Context: an optimization exercise on an open-source flow, tuned for small area. The choices shown serve that exercise and are no tape-out recipe.
Where RTL was checked, it was by simulation tests only, not by an equivalence proof against the original.
Power figures rest on the tool's default switching activity, not on a simulated workload.

==> trial 17: inputs <==
==> flow/design.v (excerpt) <==
module game_core (
    input  wire                   CLK_Scan,
    input  wire                   rst_n,
    input  wire                   start,
    input  wire [3:0]             btn,
    output wire [21:0]            jet_pos,
    output wire [21:0]            enemy_pos,
    output wire [7:0]             jet_life,
    output wire [7:0]             enemy_life,
    output wire                   over,
    output wire                   result
);
    logic [9:0] jt, jl, el;
    logic [7:0] et;
    logic       mv_dn, mv_up;
    logic [7:0] et_nx;
    logic [2:0] enemy_hits;     
    logic [3:0] jet_hits;
    logic [4:0] jlife;
    assign jet_pos   = {1'b0, jt, 1'b0, jl};
    assign enemy_pos = {3'b000, et, 1'b0, el};
    assign jet_life  = {3'b000, jlife};
    jet_motion u_jet (
        .CLK_Scan (CLK_Scan),
        .rst_n    (rst_n),
        .start    (start),
        .btn      (btn),
        .jt       (jt),
        .jl       (jl)
    );
    enemy_motion u_enemy (
        .CLK_Scan (CLK_Scan),
        .rst_n    (rst_n),
        .start    (start),
        .et       (et),
        .el       (el),
        .mv_dn    (mv_dn),
        .mv_up    (mv_up),
        .et_nx    (et_nx)
    );
    shot_volley u_volley (
        .CLK_Scan   (CLK_Scan),
        .rst_n      (rst_n),
        .start      (start),
        .jt         (jt),
        .jl         (jl),
        .el         (el),
        .et_nx      (et_nx),
        .mv_dn      (mv_dn),
        .mv_up      (mv_up),
        .enemy_hits (enemy_hits)
    );
    enemy_barrage u_barrage (
        .CLK_Scan (CLK_Scan),
        .rst_n    (rst_n),
        .start    (start),
        .et       (et),
        .el       (el),
        .jt       (jt),
        .jl       (jl),
        .jet_hits (jet_hits)
    );
    life_tracker u_life (
        .CLK_Scan   (CLK_Scan),
        .rst_n      (rst_n),
        .start      (start),
        .enemy_hits (enemy_hits),
        .jet_hits   (jet_hits),
        .jet_life   (jlife),
        .enemy_life (enemy_life),
        .over       (over),
        .result     (result)
    );
endmodule
export LEC_CHECK = 0
export ABC_AREA = 1
export CAP_MARGIN = 0
export CORE_MARGIN = 2
export CORE_UTILIZATION = 65
export SLEW_MARGIN = 0
create_clock -name core_clock -period 7.5 [get_ports {CLK_Scan}]
standard.sh (not shown) runs the stock make flow with config.mk's settings and CLKGATE_MAP_FILE= SYNTH_SCRIPT=/design/flow/synth_recipe.tcl, a recipe that flattens the netlist after the stock synthesis.
==> flow/flow/run.sh <==
#!/bin/bash
# Own layout flow: the standard flow (standard.sh) with these changes:
# - synthesis: the standard script (synth_recipe.tcl: same passes, flattening, renaming and
#   registers), except that Yosys does not lock adders into full/half-adder cells before
#   ABC (ADDER_MAP_FILE empty) and ABC maps with flow/abc_area.script;
# - port buffers are the smallest buffer, buf_1;
# - clock tree: larger sink clusters and no dummy loads;

# Each make run logs to its own file here; ORFS's step logs are under orfs/logs.
set -euo pipefail
W=$(pwd)
rm -rf "$W/scripts_abc"
cp -r "$FLOW_HOME/scripts" "$W/scripts_abc"
cp "$W/flow/abc_area.script" "$W/scripts_abc/abc_area.script"
bash standard.sh SCRIPTS_DIR="$W/scripts_abc" ADDER_MAP_FILE= synth > "$W/make_synth.log" 2>&1
bash standard.sh \
  "BUFFER_PORTS_ARGS=-buffer_cell sky130_fd_sc_hd__buf_1" \
  "CTS_ARGS=-sink_clustering_enable -repair_clock_nets -sink_clustering_size 28 -sink_clustering_max_diameter 80 -dont_use_dummy_load" \
  > "$W/make_layout.log" 2>&1
==> flow/flow/abc_area.script <==
strash
&get -n
&fraig -x
&put
scorr
dc2
strash
&get -n
&dch -f
&nf {D}
&put
buffer -c
topo
stime -c
upsize -c
dnsize -c
==> build 66: changes against trial 17 <==
--- a/flow/design.v
+++ b/flow/design.v
@@ -132,14 +132,14 @@
                         lfsr[4], lfsr[3] ^ lfsr[7], lfsr[2] ^ lfsr[7], lfsr[1]};
     logic [11:0] et_sum, el_sum, lfsr_cnt_inc, dir_cnt_inc;
     assign can_down  = game_pkg::ult(12'(et), 12'(game_pkg::EN_TOP_MAX));
     assign can_up    = game_pkg::ult(12'(game_pkg::EN_TOP_MIN), 12'(et));
     assign can_left  = game_pkg::ult(12'(game_pkg::EN_LEFT_MIN), 12'(el));
     assign can_right = game_pkg::ult(12'(el), 12'(game_pkg::EN_LEFT_MAX));
-    assign et_sum       = 12'(et + {{7{mv_up}}, mv_up || mv_dn});
-    assign el_sum       = 12'(game_pkg::add(12'(el), {{11{mv_lf}}, mv_lf || mv_rt}, 1'b0));
+    assign et_sum       = 12'(et) + {{11{mv_up}}, mv_up || mv_dn};
+    assign el_sum       = game_pkg::add(12'(el), {{11{mv_lf}}, mv_lf || mv_rt}, 1'b0);
     assign et_nx        = et_sum[7:0];
     assign lfsr_cnt_inc = 12'({lfsr_cnt[5:0], !(lfsr_cnt[6] ^ lfsr_cnt[5])});
     assign dir_cnt_inc  = 12'({dir_cnt[7:0], !(dir_cnt[8] ^ dir_cnt[4])});
     always_comb
     begin
         mv_dn = 1'b0;
@@ -362,34 +362,20 @@
     always_comb
     begin
         logic vin0;
         logic [8:0] hp;
         vin0 = vok[0] && vup[0];
         hp[0] = hin[0];
-        begin
-            logic       w_r, w_l;
-            logic [11:0] ba, bb;
-            logic [4:1] ca, cb;
-            w_r = !pm[11];
-            w_l = qq[11];
-            ba  = w_r ? pm : (w_l ? ~qq : ~pm);
-            bb  = w_l ? ~pm : qq;
-            ca[1] = game_pkg::ule(m1, ba);
-            cb[1] = game_pkg::ule(m1, bb);
-            ca[2] = game_pkg::ule(m2, ba);
-            cb[2] = game_pkg::ule(m2, bb);
-            ca[3] = game_pkg::ule(m3, ba);
-            cb[3] = game_pkg::ule(m3, bb);
-            ca[4] = game_pkg::ule(m4, ba);
-            cb[4] = game_pkg::ule(m4, bb);
-            for (int k = 1; k <= 4; k++)
-            begin
-                hp[2 * k - 1] = (w_l || w_r) ? (w_r && !ca[k] && cb[k]) : cb[k];
-                hp[2 * k]     = (w_l || w_r) ? (w_l && !ca[k] && cb[k]) : ca[k];
-            end
-        end
+        hp[1] = game_pkg::slt(pm, m1) && game_pkg::sle(m1, qq);
+        hp[2] = game_pkg::sle(pm, ~m1) && game_pkg::slt(~m1, qq);
+        hp[3] = game_pkg::slt(pm, m2) && game_pkg::sle(m2, qq);
+        hp[4] = game_pkg::sle(pm, ~m2) && game_pkg::slt(~m2, qq);
+        hp[5] = game_pkg::slt(pm, m3) && game_pkg::sle(m3, qq);
+        hp[6] = game_pkg::sle(pm, ~m3) && game_pkg::slt(~m3, qq);
+        hp[7] = game_pkg::slt(pm, m4) && game_pkg::sle(m4, qq);
+        hp[8] = game_pkg::sle(pm, ~m4) && game_pkg::slt(~m4, qq);
         for (int j = 0; j < 5; j++)
         begin
             if (stream)
                 hit[j] = live[j] && !pat_end && vok[j] && vup[j] && hin[j];
             else
                 hit[j] = live[j] && !pat_end && vin0 && hp[j];
==> flow/run.sh (new file) <==
#!/bin/bash
# synth_recipe.tcl (not shown) runs the flow's synth.tcl, then flattens the netlist and writes it again
# the make line also repeats each setting of config.mk as NAME=value (left out here)
make -C /OpenROAD-flow-scripts/flow DESIGN_CONFIG=/design/flow/config.mk WORK_HOME=/design/flow/orfs CLKGATE_MAP_FILE= SYNTH_SCRIPT=/design/flow/synth_recipe.tcl finish
==> flow/config.mk (replaced) <==
export PLATFORM = sky130hd
export DESIGN_NAME = game_core
export DESIGN_NICKNAME = game_core
export VERILOG_FILES = /design/flow/design.v
export SDC_FILE = /design/flow/constraint.sdc
export NUM_CORES = 4
export LEC_CHECK = 0
export ABC_AREA = 1
export CAP_MARGIN = 20
export CORE_MARGIN = 2
export CORE_UTILIZATION = 50
export SLEW_MARGIN = 20
removed: flow/flow/run.sh
removed: flow/flow/abc_area.script
removed: flow/standard.sh
==> qor summary <==
Status: build 66 timing/DRC/antenna clean; trial 17 timing/DRC/antenna clean
Instance area after placement: build 66 25000 µm²; trial 17 21000 µm²
Die W: build 66 222 µm; trial 17 182 µm
Slowest stage delay, CP: build 66 0.59 ns; trial 17 0.62 ns
Initial antenna violation count: build 66 1; trial 17 0
Largest power group: build 66 the clock network; trial 17 registers
Dominant cell by count in the synthesized netlist: build 66 sky130_fd_sc_hd__nand2_1; trial 17 sky130_fd_sc_hd__dfxtp_1
Met1 wire length: build 66 30200 µm; trial 17 22600 µm
Internal power of the cells: build 66 3610 µW; trial 17 2810 µW
Clock transition at the registers of the reported paths: build 66 0.06 ns; trial 17 0.11 ns
Slowest cell on the critical path: build 66 sky130_fd_sc_hd__fa_1; trial 17 sky130_fd_sc_hd__dfxtp_1
Met3 track demand over resource: build 66 0.0490; trial 17 0.0327
Worst hold slack: build 66 0.427 ns; trial 17 0.462 ns
Crit path launch: build 66 u_jet.jl[0]$_SDFF_PP0_; trial 17 u_jet.jl[5]$_SDFF_PP0_
Critical Path AT: build 66 6.85 ns; trial 17 7.35 ns
Cell occurring most often along the worst timing path: build 66 sky130_fd_sc_hd__nand2_1; trial 17 sky130_fd_sc_hd__a22oi_1
Number of cell instances on the worst register-to-register path: build 66 38; trial 17 25
No functional check of the RTL was part of trial 17.

---

==> amber <==
Another version of the RTL of game_core (not shown whole).
==> flow/config.mk <==
export PLATFORM = sky130hd
export DESIGN_NAME = game_core
export DESIGN_NICKNAME = game_core
export VERILOG_FILES = /design/flow/design.v
export SDC_FILE = /design/flow/constraint.sdc
export NUM_CORES = 4
export LEC_CHECK = 0
export ABC_AREA = 1
export CAP_MARGIN = 0
export CORE_MARGIN = 2
export CORE_UTILIZATION = 70
export SLEW_MARGIN = 0
==> flow/constraint.sdc <==
create_clock -name core_clock -period 7.5 [get_ports {CLK_Scan}]
set_input_delay 1.5000 -clock core_clock [delete_from_list [all_inputs] [get_ports {CLK_Scan}]]
set_output_delay 1.5000 -clock core_clock [all_outputs]
set_load 0.01 [all_outputs]
==> flow/flow/run.sh <==
#!/bin/bash
# Own layout flow: the standard flow (standard.sh) with these changes:
# - synthesis: the standard script (synth_recipe.tcl: same passes, flattening, renaming and
#   registers), except that Yosys does not lock adders into full/half-adder cells before
#   ABC (ADDER_MAP_FILE empty) and ABC maps with flow/abc_area.script;
# - port buffers are the smallest buffer, buf_1 (every port is still buffered);
# - clock tree: larger sink clusters and no dummy loads.
# Every other step is standard.sh unchanged. Each make run logs to its own file here;
# ORFS's step logs are under orfs/logs.
set -euo pipefail
W=$(pwd)
rm -rf "$W/scripts_abc"
cp -r "$FLOW_HOME/scripts" "$W/scripts_abc"
cp "$W/flow/abc_area.script" "$W/scripts_abc/abc_area.script"
bash standard.sh SCRIPTS_DIR="$W/scripts_abc" ADDER_MAP_FILE= synth > "$W/make_synth.log" 2>&1
bash standard.sh \
  "BUFFER_PORTS_ARGS=-buffer_cell sky130_fd_sc_hd__buf_1" \
  "CTS_ARGS=-sink_clustering_enable -repair_clock_nets -sink_clustering_size 28 -sink_clustering_max_diameter 80 -dont_use_dummy_load" \
  > "$W/make_layout.log" 2>&1
==> flow/flow/abc_area.script <==
strash
&get -n
&fraig -x
&put
scorr
dc2
strash
&get -n
&dch -f
&nf {D}
&put
buffer -c
topo
stime -c
dnsize -c
==> lagoon: changes against amber <==
--- a/flow/design.v
+++ b/flow/design.v
@@ -306,17 +306,17 @@
     input  wire [9:0]       jt,
     input  wire [9:0]       jl,
     output logic [3:0]      jet_hits
 );
     logic [9:0]         c;
     logic [2:0]         pat;
     logic               stream;
     logic               pat_end;
-    logic [4:0][8:0]    top;     
+    logic [4:0][9:0]    top;
     logic [4:0][9:0]    lft;
     logic [8:0]         live;
     logic [4:0]         s_spawn;
     logic               p_spawn;
     logic [4:0]         load;
     logic [8:0]         hit;
     logic [4:0]         gone;
     logic [8:0]         nlive;
@@ -332,34 +332,34 @@
     always_comb
     begin
         for (int i = 0; i < 5; i++)
             s_spawn[i] = stream && (c == 10'((i + 1) * 50) || c == 10'((i + 6) * 50));
         load = s_spawn | {4'b0000, p_spawn};
     end
     always_comb
     begin
-        vlo = 12'(jt) - 12'd231;
-        vhi = (jt > 10'd602) ? 12'd506 : 12'(jt) - 12'd96;
+        vlo = 12'(jt) - 12'd31;
+        vhi = (jt > 10'd602) ? 12'd706 : 12'(jt) + 12'd104;
         hlo = (jl < 10'd37) ? 12'd6 : 12'(jl) - 12'd31;
         hhi = (jl > 10'd864) ? 12'd991 : 12'(jl) + 12'd127;
         pm  = hlo - 12'(lft[0]) - 12'd1;
         qq  = hhi - 12'(lft[0]);
         m1  = 12'(c[7:0]);
         m2  = {3'b000, c[7:0], 1'b0};
         m3  = game_pkg::add(12'(c[7:0]), {3'b000, c[7:0], 1'b0}, 1'b0);
         m4  = {2'b00, c[7:0], 2'b00};
     end
     logic [4:0] vok, vup, hin;
     always_comb
     begin
         for (int i = 0; i < 5; i++)
         begin
             vok[i]  = game_pkg::sle(vlo, 12'(top[i]));
-            vup[i]  = game_pkg::sle(12'(top[i]), vhi);
+            vup[i]  = game_pkg::ule(12'(top[i]), vhi);
             hin[i]  = game_pkg::ule(hlo, 12'(lft[i])) && game_pkg::ule(12'(lft[i]), hhi);
             gone[i] = !vup[i];
         end
     end
     always_comb
     begin
         logic vin0;
         logic [8:0] hp;
@@ -406,19 +406,19 @@
             b0 = a3[0] ^ (hit[0] && !stream);
             a4 = game_pkg::fa(a0[1], a1[1], a2[1]);
             a5 = game_pkg::fa(a4[0], a3[1], a3[0] && hit[0] && !stream);
             a6 = {a4[1] && a5[1], a4[1] ^ a5[1]};
             hit_sum = {a6, a5[0], b0};
         end
         for (int j = 0; j < 5; j++)
             nlive[j] = stream ? (s_spawn[j] || (live[j] && !hit[j] && !gone[j]))
-                              : (p_spawn || (live[j] && !hit[j] && !gone[0]));
+                              : (p_spawn || (live[j] && !hit[j]));
         for (int j = 5; j < 9; j++)
-            nlive[j] = !stream && (p_spawn || (live[j] && !hit[j] && !gone[0]));
+            nlive[j] = !stream && (p_spawn || (live[j] && !hit[j]));
     end
     always_ff @(posedge CLK_Scan)
     begin
         if (!rst_n || start)
         begin
             c        <= '0;
             pat      <= 3'd0;
             jet_hits <= '0;
@@ -436,35 +436,35 @@
             else
             begin
                 c    <= c_inc[9:0];
                 live <= nlive;
             end
         end
     end
     logic [11:0]     t_spawn, l_spawn;
-    logic [4:0][8:0] t_step;
-    assign t_spawn = 12'(et);
+    logic [4:0][9:0] t_step;
+    assign t_spawn = game_pkg::add(12'(et), 12'd200, 1'b0);
     assign l_spawn = game_pkg::add(12'(el), 12'd116, 1'b0);
     always_comb
     begin
         for (int i = 0; i < 5; i++)
         begin
             logic [11:0] t;
             t = game_pkg::add(12'(top[i]), 12'd2, 1'b0);
-            t_step[i] = t[8:0];
+            t_step[i] = t[9:0];
         end
     end
     always_ff @(posedge CLK_Scan)
     begin
         for (int i = 0; i < 5; i++)
         begin
             if (load[i])
             begin
-                top[i] <= t_spawn[8:0];
+                top[i] <= t_spawn[9:0];
                 lft[i] <= l_spawn[9:0];
             end
             else
                 top[i] <= t_step[i];
         end
     end
 endmodule
 `default_nettype wire
@@ -479,34 +479,35 @@
     output logic [4:0]      jet_life,
     output logic [7:0]      enemy_life,
     output logic            over,
     output logic            result     
 );
     logic [11:0] jd, ed;
     assign jd = game_pkg::sub(12'(jet_life), 12'(jet_hits));
     assign ed = game_pkg::sub(12'(enemy_life), 12'(enemy_hits));
-    assign result = over && enemy_life == '0;
     always_ff @(posedge CLK_Scan)
     begin
         if (!rst_n || start)
         begin
             jet_life   <= game_pkg::JET_LIFE_FULL;
             enemy_life <= game_pkg::EN_LIFE_FULL;
             over       <= 1'b0;
+            result     <= 1'b0;
         end
         else
         begin
             if (jet_life != '0 && enemy_life != '0)     
             begin
                 jet_life   <= jd[11] ? 5'd0 : jd[4:0];
                 enemy_life <= ed[11] ? 8'd0 : ed[7:0];
             end
             if (jet_life == '0 || enemy_life == '0)
                 over <= 1'b1;
+            result <= (enemy_life == '0);
         end
     end
 endmodule
 `default_nettype wire
 `timescale 1ns/1ps
 `default_nettype none
 module game_core (
     input  wire                   CLK_Scan,
==> flow/flow/run.sh (replaced) <==
#!/bin/bash
# Own layout flow: the standard flow (standard.sh) with these changes:
# - synthesis: the standard script (synth_recipe.tcl: same passes, flattening, renaming and
#   registers), except that Yosys does not lock adders into full/half-adder cells before
#   ABC (ADDER_MAP_FILE empty) and ABC maps with flow/abc_area.script;
# - port buffers are the smallest buffer, buf_1;
# - clock tree: larger sink clusters and no dummy loads;
# - after global routing, repair_timing recovers area on paths with slack (RECOVER_POWER).
# Each make run logs to its own file here; ORFS's step logs are under orfs/logs.
set -euo pipefail
W=$(pwd)
rm -rf "$W/scripts_abc"
cp -r "$FLOW_HOME/scripts" "$W/scripts_abc"
cp "$W/flow/abc_area.script" "$W/scripts_abc/abc_area.script"
bash standard.sh SCRIPTS_DIR="$W/scripts_abc" ADDER_MAP_FILE= synth > "$W/make_synth.log" 2>&1
bash standard.sh \
  "BUFFER_PORTS_ARGS=-buffer_cell sky130_fd_sc_hd__buf_1" \
  "CTS_ARGS=-sink_clustering_enable -repair_clock_nets -sink_clustering_size 28 -sink_clustering_max_diameter 80 -dont_use_dummy_load" \
  RECOVER_POWER=100 \
  > "$W/make_layout.log" 2>&1
==> flow/flow/abc_area.script (replaced) <==
strash
&get -n
&fraig -x
&put
scorr
dc2
strash
&get -n
&dch -f
&nf {D}
&put
buffer -c
topo
stime -c
upsize -c
dnsize -c
CORE_UTILIZATION = 50   (was 70)
==> ember: changes against amber <==
--- a/flow/design.v
+++ b/flow/design.v
@@ -300,32 +300,32 @@
 module enemy_barrage (
     input  wire             CLK_Scan,
     input  wire             rst_n,
     input  wire             start,
     input  wire [7:0]       et,
     input  wire [9:0]       el,
     input  wire [9:0]       jt,
     input  wire [9:0]       jl,
-    output logic [3:0]      jet_hits
+    output logic [9:0]      jet_hits     
 );
     logic [9:0]         c;
     logic [2:0]         pat;
     logic               stream;
     logic               pat_end;
     logic [4:0][8:0]    top;     
     logic [4:0][9:0]    lft;
     logic [8:0]         live;
     logic [4:0]         s_spawn;
     logic               p_spawn;
     logic [4:0]         load;
     logic [8:0]         hit;
     logic [4:0]         gone;
     logic [8:0]         nlive;
-    logic [3:0]         hit_sum;
+    logic [9:0]         hit_sum;
     logic [11:0]        vlo, vhi, hlo, hhi;
     logic [11:0]        pm, qq;
     logic [11:0]        m1, m2, m3, m4;
     logic [11:0]        c_inc;
     assign stream  = pat < 3'd2;
     assign pat_end = stream ? (c == 10'd750) : (c == 10'd249);
     assign p_spawn = !stream && c == 10'd1023;
     assign c_inc   = game_pkg::add(12'(c), 12'd0, 1'b1);
@@ -391,29 +391,17 @@
         begin
             if (stream)
                 hit[j] = live[j] && !pat_end && vok[j] && vup[j] && hin[j];
             else
                 hit[j] = live[j] && !pat_end && vin0 && hp[j];
         end
         for (int j = 5; j < 9; j++)
             hit[j] = live[j] && !pat_end && vin0 && hp[j];
-        begin
-            logic [1:0] a0, a1, a2, a3, a4, a5, a6;
-            logic       b0;
-            a0 = game_pkg::fa(hit[0], hit[1], hit[2]);
-            a1 = game_pkg::fa(hit[3], hit[4], hit[5]);
-            a2 = game_pkg::fa(hit[6], hit[7], hit[8]);
-            a3 = game_pkg::fa(a0[0], a1[0], a2[0]);
-            b0 = a3[0] ^ (hit[0] && !stream);
-            a4 = game_pkg::fa(a0[1], a1[1], a2[1]);
-            a5 = game_pkg::fa(a4[0], a3[1], a3[0] && hit[0] && !stream);
-            a6 = {a4[1] && a5[1], a4[1] ^ a5[1]};
-            hit_sum = {a6, a5[0], b0};
-        end
+        hit_sum = {hit[0] && !stream, hit};
         for (int j = 0; j < 5; j++)
             nlive[j] = stream ? (s_spawn[j] || (live[j] && !hit[j] && !gone[j]))
                               : (p_spawn || (live[j] && !hit[j] && !gone[0]));
         for (int j = 5; j < 9; j++)
             nlive[j] = !stream && (p_spawn || (live[j] && !hit[j] && !gone[0]));
     end
     always_ff @(posedge CLK_Scan)
     begin
@@ -470,24 +458,38 @@
 `default_nettype wire
 `timescale 1ns/1ps
 `default_nettype none
 module life_tracker (
     input  wire             CLK_Scan,
     input  wire             rst_n,
     input  wire             start,
     input  wire [2:0]       enemy_hits,
-    input  wire [3:0]       jet_hits,
+    input  wire [9:0]       jet_hits,     
     output logic [4:0]      jet_life,
     output logic [7:0]      enemy_life,
     output logic            over,
     output logic            result     
 );
     logic [11:0] jd, ed;
-    assign jd = game_pkg::sub(12'(jet_life), 12'(jet_hits));
+    logic [3:0]  jet_hit_cnt;
+    always_comb
+    begin
+        logic [1:0] a0, a1, a2, a3, a4, a5;
+        logic       b0;
+        a0 = game_pkg::fa(jet_hits[0], jet_hits[1], jet_hits[2]);
+        a1 = game_pkg::fa(jet_hits[3], jet_hits[4], jet_hits[5]);
+        a2 = game_pkg::fa(jet_hits[6], jet_hits[7], jet_hits[8]);
+        a3 = game_pkg::fa(a0[0], a1[0], a2[0]);
+        b0 = a3[0] ^ jet_hits[9];
+        a4 = game_pkg::fa(a0[1], a1[1], a2[1]);
+        a5 = game_pkg::fa(a4[0], a3[1], a3[0] && jet_hits[9]);
+        jet_hit_cnt = {a4[1] && a5[1], a4[1] ^ a5[1], a5[0], b0};
+    end
+    assign jd = game_pkg::sub(12'(jet_life), 12'(jet_hit_cnt));
     assign ed = game_pkg::sub(12'(enemy_life), 12'(enemy_hits));
     assign result = over && enemy_life == '0;
     always_ff @(posedge CLK_Scan)
     begin
         if (!rst_n || start)
         begin
             jet_life   <= game_pkg::JET_LIFE_FULL;
             enemy_life <= game_pkg::EN_LIFE_FULL;
@@ -520,17 +522,17 @@
     output wire                   over,
     output wire                   result
 );
     logic [9:0] jt, jl, el;
     logic [7:0] et;
     logic       mv_dn, mv_up;
     logic [7:0] et_nx;
     logic [2:0] enemy_hits;     
-    logic [3:0] jet_hits;
+    logic [9:0] jet_hits;     
     logic [4:0] jlife;
     assign jet_pos   = {1'b0, jt, 1'b0, jl};
     assign enemy_pos = {3'b000, et, 1'b0, el};
     assign jet_life  = {3'b000, jlife};
     jet_motion u_jet (
         .CLK_Scan (CLK_Scan),
         .rst_n    (rst_n),
         .start    (start),
==> flow/flow/abc_area.script (replaced) <==
strash
&get -n
&fraig -x
&put
scorr
dc2
strash
&get -n
&dch -f
&nf {D}
&put
&get -n
&dch -f
&nf -R 100 {D}
&put
buffer -c
topo
stime -c
dnsize -c
CORE_UTILIZATION = 65   (was 70)
==> comparison table <==
quantity                                                            amber           ember                         lagoon
Status                                                     finished clean  finished clean                failed layout checks
Layout check failures                                                   -               -  capacitance limit, slew limit
Clock buffer and inverter area fraction after layout              0.02141         0.02059                        0.02655
DR vias/cell                                                        6.595           6.552                          6.142
Maximum vdd drop                                              0.0002244 V     0.0002504 V                    0.0002325 V
Final Critical Period                                            7.297 ns        6.932 ns                       6.968 ns
Switching pwr                                                  0.001461 W      0.001132 W                     0.001227 W
Power Sequential                                                0.00238 W       0.00220 W                      0.00220 W
Combinational group share of total power                            0.248           0.186                          0.191
Wire length per cell                                             18.90 um        18.40 um                       19.44 um
Wire length of the first global-routing pass                     81470 um        78650 um                       89240 um
Area share of fa/ha/maj cells after synthesis                     0.02406         0.02526                        0.04106
Critical path buffer and inverter count                                 3               2                              0
Placement Cell Area                                            20450 um^2      20230 um^2                     21180 um^2
Buffer share of cell area                                         0.02926         0.02344                        0.01737
Reg2reg path depth                                                     28              35                             25
Met3 GRT Util                                                     0.04266         0.03090                        0.03147
Total of plain and repair buffers excluding clock buffers             111              94                             86
Cell-internal power                                            0.003050 W      0.002780 W                     0.002945 W
Sequential portion of the cell area                                0.3774          0.3902                         0.3717
Crit-path max cell delay                                          0.46 ns         0.51 ns                        0.66 ns
Function not checked in lagoon: the RTL went through the layout flow alone.

port drivers added, routing unchanged:
Ports are ideal in the flow. The routed layouts listed here were re-timed in OpenROAD.
Step 1 (the two cells are an assumption about what drives the block):
set clk [get_ports {CLK_Scan}]
set_driving_cell -lib_cell sky130_fd_sc_hd__clkbuf_16 $clk
set_driving_cell -lib_cell sky130_fd_sc_hd__buf_2 [delete_from_list [all_inputs] $clk]
Step 2 times the ports against the registers' clock, not the clock port: input delays grow and output delays shrink by t, the midpoint of the rising clock arrivals with the driver on.
a / b / c = ideal ports / drivers / drivers and shift; a / b = the first two.
run | t (ns) | setup WS [ns] | latest minus earliest clock arrival (ns)
trial 17 | 0.567 | 0.589 / 0.589 / 0.589 | 0.041 / 0.042
build 66 | 0.630 | 1.103 / 1.103 / 0.772 | 0.024 / 0.024
amber | 0.559 | 0.203 / 0.203 / 0.203 | 0.099 / 0.099
lagoon | 0.605 | 0.532 / 0.532 / 0.532 | 0.067 / 0.068
ember | 0.563 | 0.568 / 0.568 / 0.568 | 0.035 / 0.036
The setup slack of build 66, which loses most, moves by 0.000 ns with the drivers and by -0.331 ns with both steps.
